Source: an optimization exercise on an open RTL-to-GDS flow (aim: small area, a short achievable clock period and few clock cycles per item). Production flows keep margins and buffers that such runs may drop. No functional check of the RTL was part of any run shown here. Power is estimated from default activity; no workload was simulated.

## flow/design.v (module list and top-level ports; edited modules follow where they fit)
// module conv_pair_top: 950 lines
// module conv_fa: 10 lines
// module conv_sign_word: 29 lines
// module conv_nand2: 3 lines
// module conv_nor2: 3 lines
// module conv_xor2: 3 lines
// module conv_xnor2: 3 lines
// module conv_inv: 3 lines
// module conv_aoi21: 3 lines
// module conv_oai21: 3 lines
// module conv_mux2: 3 lines
// module conv_mux2i: 3 lines
module conv_pair_top (
    input  logic                 clk_i,
    input  logic                 reset_i,
    input  logic                 win_valid_i,
    input  logic [127:0]         win_i,            
    output logic                 credit_o,
    input  logic                 credit_i,
    output logic                 result_valid_o,
    output logic [31:0]          result_o          
);
  // ...
==> flow/flow/run.sh <==
#!/bin/bash
set -euo pipefail
bash standard.sh SETUP_SLACK_MARGIN=5.2 BUFFER_PORTS_ARGS="-buffer_cell sky130_fd_sc_hd__buf_1" finish > make.log 2>&1
==> flow/standard.sh <==
#!/bin/bash
# synth_recipe.tcl (not shown) runs the flow's synth.tcl, then flattens the netlist and writes it again
# the make line also repeats each setting of config.mk as NAME=value (left out here)
make -C /OpenROAD-flow-scripts/flow DESIGN_CONFIG=/design/flow/config.mk WORK_HOME=/design/flow/orfs CLKGATE_MAP_FILE= SYNTH_SCRIPT=/design/flow/synth_recipe.tcl "${@:-finish}"
==> flow/config.mk <==
export PLATFORM = sky130hd
export DESIGN_NAME = conv_pair_top
export DESIGN_NICKNAME = conv_pair_top
export VERILOG_FILES = /design/flow/design.v
export SDC_FILE = /design/flow/constraint.sdc
export NUM_CORES = 4
export LEC_CHECK = 0
export CAP_MARGIN = 20
export CORE_MARGIN = 2
export CORE_UTILIZATION = 55
export CTS_BUF_LIST = sky130_fd_sc_hd__clkbuf_4 sky130_fd_sc_hd__clkbuf_8
export SETUP_SLACK_MARGIN = 5.0
export SLEW_MARGIN = 20
export SYNTH_HIERARCHICAL = 1
export SYNTH_MINIMUM_KEEP_SIZE = 0
==> flow/constraint.sdc <==
create_clock -name core_clock -period 10.0 [get_ports {clk_i}]
set_input_delay 2.0000 -clock core_clock [delete_from_list [all_inputs] [get_ports {clk_i}]]
set_output_delay 2.0000 -clock core_clock [all_outputs]
set_load 0.01 [all_outputs]
==> flow_summary.yaml, run 1 <==
placed_design:
  port_buffers: 147
  placed_area_um2: 7930
cells_and_area:
  fillers: 1022
  layout_common_cells: "126 x buf_1, 112 x fa_1, 68 x edfxtp_1"
  final_common_cell: "buf_1"
  nNonClkBuffers: 173
  area_delta_synth_final_pct: 18.8
  antenna_cells: 0
  design_area_um2: 8580
  seq_cells: 74
critical_path:
  r2r-end: "out_credits[1]"
  crit_chain: "clkbuf_4 > fa_2 > fa_1 > fa_1 > nor2_2 > nor2_2 > a21oi_4 > o21ai_4 > inv_2 > o21ai_4 > a21oi_4 > o21ai_2 > mux2i_1"
  path_depth: 13
worst_hold_path:
  min_from: "entry_valid[1]"
  holdPathEnd: "entry_valid[1]"
power_and_ir_drop:
  p_leak_nw: 3.33
  finalPower_mw: 2.24
  powerDensity_nw_per_um2: 261
  p_seq_mw: 0.593
  p_switching_mw: 0.950
yosys:
  synth_cells: 619
  synth_area_um2: 7220
  synth-xor-area-share_pct: 9.58
  seq_area_frac_synth_pct: 29.9
  async_flop_share_pct: 0
  synth_most_common_cell: "fa_1"
  yosysWarnings: 8
  ys_seq_elements: 74
grt:
  use_met2_pct: 37.8
  grtUsageTotal_pct: 22.2
run_status:
  status: "complete, no violations"
clock_network:
  holdBufCountCts: 0
  clockBufferDepth: 2
  cts_tree: "yes"
  cts_root_buf: "clkbuf_8"
timing:
  layout_setup_ws_ps: 5190
  period_share_pct: 48.1
==> run 2, diff against run 1 <==
==> flow/flow/run.sh (replaced) <==
#!/bin/bash
set -euo pipefail
bash standard.sh SETUP_SLACK_MARGIN=5.3 BUFFER_PORTS_ARGS="-buffer_cell sky130_fd_sc_hd__buf_1" finish > make.log 2>&1
==> run 2 against run 1 <==
Against the previous run:
- flip-flop and latch count stayed put
- wire length down 2.1%
- first-iteration DRC count down 19%
- fmax is 0.39% higher
- area after synthesis unchanged
- sequential share of layout area is 0.095 points lower
- synthesized cell count unchanged
- core utilization up 0.26 points
- power up 2.1%
- register-to-register slack improved by 230 ps
- clock power down 2%
==> flow_summary.yaml, run 2 <==
clock_network:
  clk_latency_ps: 360
  cts.sinks: 74
  cts_tree: "yes"
  htreeDepth: 3
  holdBufCountCts: 0
  cts_root_buf: "clkbuf_8"
  cts_buffers: 9
  clockBufferDepth: 2
  clk_pin_slew_ps: 90
yosys:
  synthTopCellsByArea: "fa_1 32%, edfxtp_1 28%, xor2_1 7.5%, mux2i_1 4.7%, inv_1 3.4%"
  ys_seq_elements: 74
  synth_area_um2: 7220
  synth.largest_area_cell: "fa_1"
  synth_cells: 619
  synth_most_common_cell: "fa_1"
  async_flop_share_pct: 0
  synth_common_cells: "116 x fa_1, 68 x edfxtp_1, 65 x inv_1, 62 x xor2_1, 56 x nor2_1"
  yosysUniqueCellTypes: 35
  synth_flop_cell: "edfxtp_1"
  synth-xor-area-share_pct: 9.58
  synth_mux_area_share_pct: 6.00
  yosys.area_share.simple_pct: 6.64
  synth_compound_area_share_pct: 8.27
  synthAdderAreaFrac_pct: 34.4
  avgSynthCellArea_um2: 11.7
  synth_top_family_by_area: "adder cells"
  synth_top_area_share_pct: 32.2
  yosysWarnings: 8
  seq_area_frac_synth_pct: 29.9
  synth_edf_count: 68
placed_design:
  port_buffers: 147
  numPlacedInstances: 930
  place_ws_ps: 4370
  gp_congestion: 0.875
  hpwl_mm: 11.9
critical_path:
  r2r_slack_ps: 7940
  path_max_fanout: 4
  crit_path_start_kind: "input port"
  critPathRequiredTime_ps: 10180
  r2r_cells: 7
  r2r_start: "rd_ptr"
  r2r-end: "out_credits[1]"
  cp.arrival_ps: 4970
  critPathKind: "input port to flip-flop"
  critPathCaptureType: "flip-flop"
grt:
  grt_overflow_total: 0
  grtUsageTotal_pct: 21.8
  grt_pass1_vias: 5282
  antenna_found_initial: 0
  grt_first_pass_wirelength_mm: 24.1
  grt_max_degree: 36
cells_and_area:
  final_common_cell: "buf_1"
  final_nets: 1055
  drive_gt1_share_pct: 17.3
  area_delta_synth_final_pct: 19.2
  reg.largest.list: "entry x68, entry_valid x2, out_credits x2"
  antenna_cells: 0
  largest_register: "entry"
  largest_reg_flops: 68
  layout_common_cells: "127 x buf_1, 112 x fa_1, 68 x edfxtp_1"
  final_cells: 971
die:
  die_y_um: 119
  pin_count: 166
  die_x_um: 119
  num_rows: 41
  initial_core_util_pct: 56.7
  die_area_um2: 14100
  coreArea_um2: 12700
power_and_ir_drop:
  max-vdd-ir-drop_mv: 0.129
  pwr-share-comb_pct: 63.2
  clock_power_share_pct: 10.7
  switching_share_pct: 42.0
  p_seq_share_pct: 26.1
  p_leak_nw: 3.33
  internal_power_mw: 1.33
  powerDensity_nw_per_um2: 266
  finalPower_mw: 2.29
  p_switching_mw: 0.962
worst_hold_path:
  min_from: "entry_valid[1]"
  min_path_cells: 2
  hold_class: "flip-flop to flip-flop"
  holdPathEnd: "entry_valid[1]"
timing:
  fmax_mhz: 209
  finalClockSkew_ps: 9.88
  drv_slew: 0
  tightest_slew_ps: 917
  setup_viol: 0
  period_share_pct: 47.9
  rsz0062_at_grt: "yes"
  fin_tns_setup_ps: 0
  hold_viol_final: 0
  slew_headroom_pct: 38.8
  timing.final.crit_period_ps: 4790
  layout_setup_ws_ps: 5210
routing:
  vias_per_cell: 5.09
  drtAntennaViolNets: 0
  drt_iter0_drc: 180
  dr_total_vias: 4939
  totalWireLength_mm: 14.6
  wire_per_inst_um: 15.0
  drc: 0
  drt_pass1_iterations: 4
run_status:
  status: "complete, no violations"
job:
  cap_violations: 0
## run 2: how the worst max path moves through the flow
| stage | startpoint | cells after the start | to | slack, ps |
|---|---|---|---|---|
| after CTS | win_i[51] | 13 | entry[49] | 5160 |
| final | win_i[54] | 13 | entry[33] | 5210 |
| after global routing | win_i[53] | 13 | entry[67] | 5110 |
| after global placement | win_i[55] | 13 | entry[15] | 4450 |
| after floorplan | win_i[22] | 12 | entry[15] | 5120 |
| after detailed placement | win_i[55] | 13 | entry[49] | 4370 |
## run 2: timing repair
| item | 4_1_cts | 5_1_grt |
|---|---|---|
| setup endpoints to repair | 43 | 26 |
| buffers inserted | 17 | 7 |
| gates resized for setup | 41 | 43 |
| pin swaps | 32 | 29 |
## run 2: cell families after synthesis
kind of cell / after synthesis
other: 2
AO/OA/AOI/OAI: 96
adder cells (fa/ha/maj): 129
AND/OR/NAND/NOR: 119
buffers and inverters: 80
flip-flops: 74
multiplexers: 40
XOR/XNOR: 79
## run 2: routing by layer
| metal | global-route usage [%] | share of wire (%) |
|---|---|---|
| met1 | 27.5 | 42 |
| met5 | 0 | 0 |
| met2 | 38.6 | 52 |
| met3 | 4.05 | 4.0 |
| met4 | 6.03 | 1.9 |
## run 2: power groups by stage
stage          clock, mW  sequential, mW  combinational [mW]
2_1_floorplan          0           0.594               0.953
3_3_place_gp           0           0.601                1.17
3_5_place_dp           0           0.606                1.21
4_1_cts            0.248           0.600                1.36
5_1_grt            0.258           0.612                1.59
6_report           0.244           0.598                1.45
## run 2: layout make-up
cell class | count | area (µm²)
clock buffer | 10 | 138
clock inverter | 6 | 71.3
fill | 1070 | 4110
inverter | 65 | 244
multi-input combinational | 471 | 4930
sequential | 74 | 2160
tap | 172 | 215
timing repair buffer | 173 | 843
## run 2: modules after synthesis (local to each module, per instance), excerpt
module          cell area, µm²  cells  copies in the design  flip-flops and latches
conv_sign_word             160     22                     2                       0
conv_pair_top             3330    247                     1                      74
conv_xor2                 8.76      1                    52                       0
conv_xnor2                8.76      1                    10                       0
conv_nor2                 3.75      1                    48                       0
conv_nand2                3.75      1                    40                       0
## run 2: through the flow
stage | util (%) | instance area [µm²] | hold WS (ps)
finish | 67.7 | 8610 | 505
global route | 67.7 | 8610 | 546
CTS | 66.1 | 8410 | 510
detailed placement | 62.3 | 7930 | 497
global placement | 62.3 | 7930 | 480
floorplan | - | 7260 | 468
## run 2: critical path: stages
cell and delay, ps:
buf_12 110, fa_1 570, fa_1 440, fa_1 560, nor2_2 60, nor2_2 150, nand2_1 90, o21ai_2 190
inv_2 70, o21ai_4 140, a21oi_2 90, o21ai_2 210, mux2i_2 280

port drivers added, routing unchanged:
No port has a modelled driver above. Below, the same layouts with a new extraction and two added sets of constraints. Step 1, drivers: a clkbuf_16 drives clk_i and a buf_2 each remaining input, both assumed. Step 2 times the ports against the registers' clock, not the clock port: input delays grow and output delays shrink by t, the midpoint of the rising clock arrivals with the driver on. a / b / c = ideal / step 1 / step 2; a / b = the first two.
run	shift t [ns]	slack for setup (ns)	worst setup path after step 2	slew at the worst register clock pin (ns)	pins driven straight from the clock port
run 1	0.403	5.193 / 5.185 / 4.783	input to register	0.09 / 0.09	1
run 2	0.384	5.212 / 5.196 / 4.812	input to register	0.09 / 0.09	1
After both steps setup and hold are still met in every run listed. For run 1, which loses most, drivers alone change the setup slack by -0.008 ns; drivers and shift together by -0.410 ns.
